Source: an optimization exercise on an open RTL-to-GDS flow (aim: small area, a short achievable clock period and few clock cycles per item). Production flows keep margins and buffers that such runs may drop.
Function was checked by simulation only, so behaviour that the tests miss may differ from the original.
No activity file was given, so power comes from the tool's default toggle rates.

## bimodal_branch_predictor_unit
module bimodal_branch_predictor_unit #(
   parameter int MAX_INDEX_BITS = bbp_pkg::MAX_INDEX_BITS_DEFAULT,
   parameter int COUNT_WIDTH    = bbp_pkg::COUNT_WIDTH_DEFAULT
) (
   input  logic                   clock,
   input  logic                   reset,
   input  logic                   req_valid,
   output logic                   req_ready,
   input  bbp_pkg::addr_type      req_branch_address,
   input  logic                   req_taken,
   output logic                   rsp_valid,
   input  logic                   rsp_ready,
   output logic                   rsp_predicted_taken,
   output logic                   rsp_prediction_correct,
   output bbp_pkg::field_type     rsp_total_branches,
   output bbp_pkg::field_type     rsp_right_taken_count,
   output bbp_pkg::field_type     rsp_wrong_taken_count,
   output bbp_pkg::field_type     rsp_right_not_taken_count,
   output bbp_pkg::field_type     rsp_wrong_not_taken_count,
   input  logic                   csr_write_enable,
   input  bbp_pkg::index_reg_type csr_write_data
);
   localparam int COL_BITS = MAX_INDEX_BITS / 2;
   localparam int ROW_BITS = MAX_INDEX_BITS - COL_BITS;
   localparam int ROWS     = 1 << ROW_BITS;
   localparam int COLS     = 1 << COL_BITS;
   localparam int FIFO_AW  = 3;
   localparam int FIFO_D   = 1 << FIFO_AW;
   localparam int CAP      = FIFO_D;
   typedef logic [MAX_INDEX_BITS-1:0] idx_type;
   localparam bbp_pkg::eff_bits_type EFF_MAX = bbp_pkg::eff_bits_type'(MAX_INDEX_BITS);
   localparam bbp_pkg::eff_bits_type EFF_MIN = bbp_pkg::eff_bits_type'(1);
   bbp_pkg::index_reg_type index_bits_ff;
   logic                   clear_ff;
   logic                   ready_ff;
   logic [FIFO_AW:0]       inflight_ff;
   bbp_pkg::eff_bits_type eff_bits;
   idx_type               mask;
   idx_type               req_idx;
   logic                  accept;
   logic                  pop;
   logic [FIFO_AW:0]      inflight_next;
   always_comb begin
      priority if (index_bits_ff == '0) begin
         eff_bits = EFF_MIN;
      end else if (bbp_pkg::eff_bits_type'(index_bits_ff) > EFF_MAX) begin
  ...
For scale: roughly 6,300 cells after synthesis, ~2,400 flip-flops, about 0.091 sq mm of cells after synthesis.
clock: 5.0 ns
lec_check: 0
cap_margin: 5
core_margin: 2
core_utilization: 65
cts_cluster_diameter: 60
cts_cluster_size: 30
place_density: 0.72
setup_slack_margin: 2.8
slew_margin: 5
standard.sh (not shown) runs the stock make flow with config.mk's settings and CLKGATE_MAP_FILE= SYNTH_SCRIPT=/design/flow/synth_recipe.tcl, a recipe that flattens the netlist after the stock synthesis.
==> flow/flow/run.sh <==
#!/bin/bash
set -euo pipefail
export CTS_ARGS="-sink_clustering_enable -repair_clock_nets -sink_clustering_size 30 -sink_clustering_max_diameter 60 -dont_use_dummy_load"
bash standard.sh > standard.log 2>&1
The starting point finished clean.
Testbench counts at the start, summed over its fixed seeds: cycles 35,595, items 32,000.
Next try:
CAP_MARGIN = 20   (was 5)
SETUP_SLACK_MARGIN = 3.0   (was 2.8)
SLEW_MARGIN = 20   (was 5)
The new run finished with timing, DRC and antenna clean.
Setup slack loses 35 ps.
Design area went up by 2.9%.
Area after synthesis stays the same.
Final cell count rose by 1.5%.
Sequential power barely changes.
Next try:
==> flow/flow/run.sh (replaced) <==
#!/bin/bash
set -euo pipefail
export CTS_ARGS="-sink_clustering_enable -repair_clock_nets -sink_clustering_size 24 -sink_clustering_max_diameter 50 -dont_use_dummy_load"
bash standard.sh > standard.log 2>&1
CTS_CLUSTER_DIAMETER = 50   (was 60)
CTS_CLUSTER_SIZE = 24   (was 30)
SETUP_SLACK_MARGIN = 2.8   (was 3.0)
Effect: The changed run finished clean. First-iteration DRC count falls by about 2%. Worst setup slack gets better by 29 ps. Utilization is lower by 1.7 points.
Next try:
==> flow/flow/run.sh (replaced) <==
#!/bin/bash
set -euo pipefail
export CTS_ARGS="-sink_clustering_enable -repair_clock_nets -sink_clustering_size 30 -sink_clustering_max_diameter 60 -dont_use_dummy_load"
bash standard.sh > standard.log 2>&1
CTS_CLUSTER_DIAMETER = 60   (was 50)
CTS_CLUSTER_SIZE = 30   (was 24)
SETUP_SLACK_MARGIN = 2.7   (was 2.8)
Via count came out lower by 2.0%.
Clock-buffer cell count drops by 27.
Hold slack is better by 25 ps.
Sequential power barely changes.
Final cell count went down by 1.7%.
Power drops by 3.1%.
Combinational power decreases by about 5%.

========
violet:
Starting RTL as in the previous note.
export LEC_CHECK = 0
export CAP_MARGIN = 20
export CORE_MARGIN = 2
export CORE_UTILIZATION = 65
export CTS_CLUSTER_DIAMETER = 60
export CTS_CLUSTER_SIZE = 30
export PLACE_DENSITY = 0.72
export SETUP_SLACK_MARGIN = 2.6
export SLEW_MARGIN = 20
create_clock -name core_clock -period 5.0 [get_ports {clock}]
==> flow/flow/run.sh <==
#!/bin/bash
set -euo pipefail
export CTS_ARGS="-sink_clustering_enable -repair_clock_nets -sink_clustering_size 30 -sink_clustering_max_diameter 60 -dont_use_dummy_load"
bash standard.sh > standard.log 2>&1
Testbench counts of violet, summed over its fixed seeds: cycles 35,595, items 32,000.
[inputs] ember vs violet
Settings: SETUP_SLACK_MARGIN changed from 2.6 to 2.8; CTS_CLUSTER_SIZE changed from 30 to 36.
==> flow/flow/run.sh <==
#!/bin/bash
set -euo pipefail
export CTS_ARGS="-sink_clustering_enable -repair_clock_nets -sink_clustering_size 36 -sink_clustering_max_diameter 60 -dont_use_dummy_load"
bash standard.sh > standard.log 2>&1
## What came out
ember against violet: post-synthesis share of cell area spent on xor and xnor gates about even, ratio of routed vias to standard cells moved up.
ember reports a lower share of total power in sequential cells than violet does.
Taking violet as 1.0, ember lands at 1.5 on number of instances resized during post-cts repair.
Non-clock buffer instance count of the final layout ended up 204 higher on ember than on violet.
ember vs violet — routed length on met3 climbed by more than 10%
--- input diff ember..fjord ---
Settings: CTS_CLUSTER_SIZE changed from 36 to 20; CTS_CLUSTER_DIAMETER changed from 60 to 40.
==> flow/flow/run.sh <==
#!/bin/bash
set -euo pipefail
export CTS_ARGS="-sink_clustering_enable -repair_clock_nets -sink_clustering_size 20 -sink_clustering_max_diameter 40 -dont_use_dummy_load"
bash standard.sh > standard.log 2>&1
[summary]
No stage failed in fjord, and the final checks on the layout all came back clean.
The wire length in fjord was higher than what ember gave.
Setup slack: fjord less than ember
Measured against ember, the buffers inserted during post-CTS setup optimization of fjord comes out at 0.937 times the reference value.
NOTE multi-input logic area ember->fjord decreased slightly
fjord vs ember — net total in the final layout climbed by a few percent
Comparing power density relative to cell area for fjord and ember, the smaller number came from ember.
Between ember and fjord, clock tree buffer depth increased.
[fjord vs ember] fraction of power spent switching nets: lower in fjord
Antenna cell count delta for fjord relative to ember: 1 higher
Sort fjord and ember by combinational power share, descending, and ember comes first.
As of fjord, count of clock-buffer cells in the layout had risen by more than half compared to ember.
Here is what was changed in the inputs of willow compared with fjord.
Settings: a change of CTS_CLUSTER_DIAMETER from 40 to 60; a change of PLACE_DENSITY from 0.72 to 0.78; a change of CORE_UTILIZATION from 65 to 70; a change of CTS_CLUSTER_SIZE from 20 to 30.
==> flow/flow/run.sh <==
#!/bin/bash
set -euo pipefail
export CTS_ARGS="-sink_clustering_enable -repair_clock_nets -sink_clustering_size 30 -sink_clustering_max_diameter 60 -dont_use_dummy_load"
bash standard.sh > standard.log 2>&1
==> run notes <==
- Share of power burned in registers: willow vs fjord up 7.7 points
- In terms of clock transition at the registers of the reported paths, fjord and willow differ only marginally.
- fjord -> willow: ratio of routed vias to standard cells increased by a few percent
- Per the comparison of willow with fjord, setup slack of the critical path after layout increased 0.029 ns; met3 wire length +8.6 mm; count of plain and timing-repair buffers in the layout closely matched the old numbers; cell area moved down.
- willow reports a lower clock-buffer cell count than fjord does.

========
== before ==
Another version of the RTL of bimodal_branch_predictor_unit (not shown whole).
Size: ~6400 cells after synthesis, about 2400 flip-flops, roughly 210 I/O pins, ~92000 um^2 of cells after synthesis.
clock: 5.0 ns
lec_check: 0
cap_margin: 20
core_margin: 2
core_utilization: 65
place_density: 0.72
setup_slack_margin: 2.9
slew_margin: 20
run.sh (not shown) runs the stock make flow with config.mk's settings and CLKGATE_MAP_FILE= SYNTH_SCRIPT=/design/flow/synth_recipe.tcl, a recipe that flattens the netlist after the stock synthesis.
Stock flow here: none of the scripts above is used.
Testbench counts of before, summed over its fixed seeds: cycles 35,595, items 32,000.
### before -> after
- CTS_CLUSTER_DIAMETER: unset -> 60
- CTS_CLUSTER_SIZE: unset -> 30
### Flow results
| count of vias placed by the detailed router | after vs before | 2.0% lower |
From before to after the numbers moved as follows: clock-buffer cell count -about 50%, sequential share of power +4.2 points, portion of total power attributed to combinational logic +0.7 points, maximum VDD drop +about 8%.

========
== T ==
bimodal_branch_predictor_unit, a different RTL version from the one above (not shown whole).
For scale: ~2,400 flip-flops, roughly 0.091 mm2 of cells after synthesis.
clock: 5.0 ns
lec_check: 0
cap_margin: 20
core_margin: 2
core_utilization: 50
place_density: 0.6
setup_slack_margin: 2.6
slew_margin: 20
The flow did not stop early for T: all stages ran, and the layout cleared the timing, DRC and antenna checks.
Testbench counts of T, summed over its fixed seeds: cycles 35,580, items 32,000.
diff inputs: T => P
Settings: changing CORE_UTILIZATION from 50 to 65; changing PLACE_DENSITY from 0.6 to 0.72.
[summary]
- P vs. T: total power has decreased; number of antenna repair diodes went up; global-route usage increased 7.7 points; number of buffers inserted during clock tree synthesis dropped 6.
- P vs. T: final period utilization increased 0.47 points, non-clock buffer area fraction after layout down 0.59 points, number of DRC markers in iteration 0 went up by 1,367, maximum fanout encountered on the critical timing path went down by 1.
- Between T and P, design area is lower for P, T comes in above that.
- P: maximum frequency 2.9 MHz below T

-- what the ideal ports hide --
Ports are ideal in the flow. The routed layouts listed here were re-timed in OpenROAD.
Step 1 assumes that a clkbuf_16 drives the clock port and a buf_2 every other input.
Step 2 adds t to the input delays and takes it off the output delays; t is the mean of the earliest and latest rising clock arrival at the registers after step 1. Input paths then give back, and output paths get back, about the clock's delay inside the block.
Slacks: no drivers / after step 1 / after step 2; pairs: no drivers / after step 1.
run	t (ns)	setup WS [ns]	worst register clock-pin slew, ns	pins driven straight from the clock port
the first run of note 1	0.873	2.709 / 2.630 / 2.056	0.11 / 0.11	1
the second run of note 1	0.887	2.674 / 2.594 / 2.206	0.11 / 0.11	1
the third run of note 1	0.893	2.704 / 2.624 / 2.000	0.09 / 0.09	1
the fourth run of note 1	0.887	2.676 / 2.624 / 2.006	0.11 / 0.11	1
violet	0.879	2.564 / 2.555 / 2.070	0.11 / 0.11	1
ember	0.897	2.701 / 2.612 / 2.048	0.11 / 0.11	1
fjord	0.970	2.608 / 2.529 / 2.017	0.08 / 0.08	1
willow	0.873	2.637 / 2.560 / 1.978	0.11 / 0.11	1
before	0.941	2.613 / 2.534 / 1.995	0.08 / 0.08	1
after	0.888	2.659 / 2.581 / 2.085	0.11 / 0.11	1
T	0.948	2.159 / 2.159 / 1.360	0.07 / 0.07	1
P	0.920	2.136 / 2.136 / 1.552	0.07 / 0.07	1
After both steps setup and hold are still met in every run listed. The setup slack of T, which loses most, moves by 0.000 ns with the drivers and by -0.799 ns with both steps.
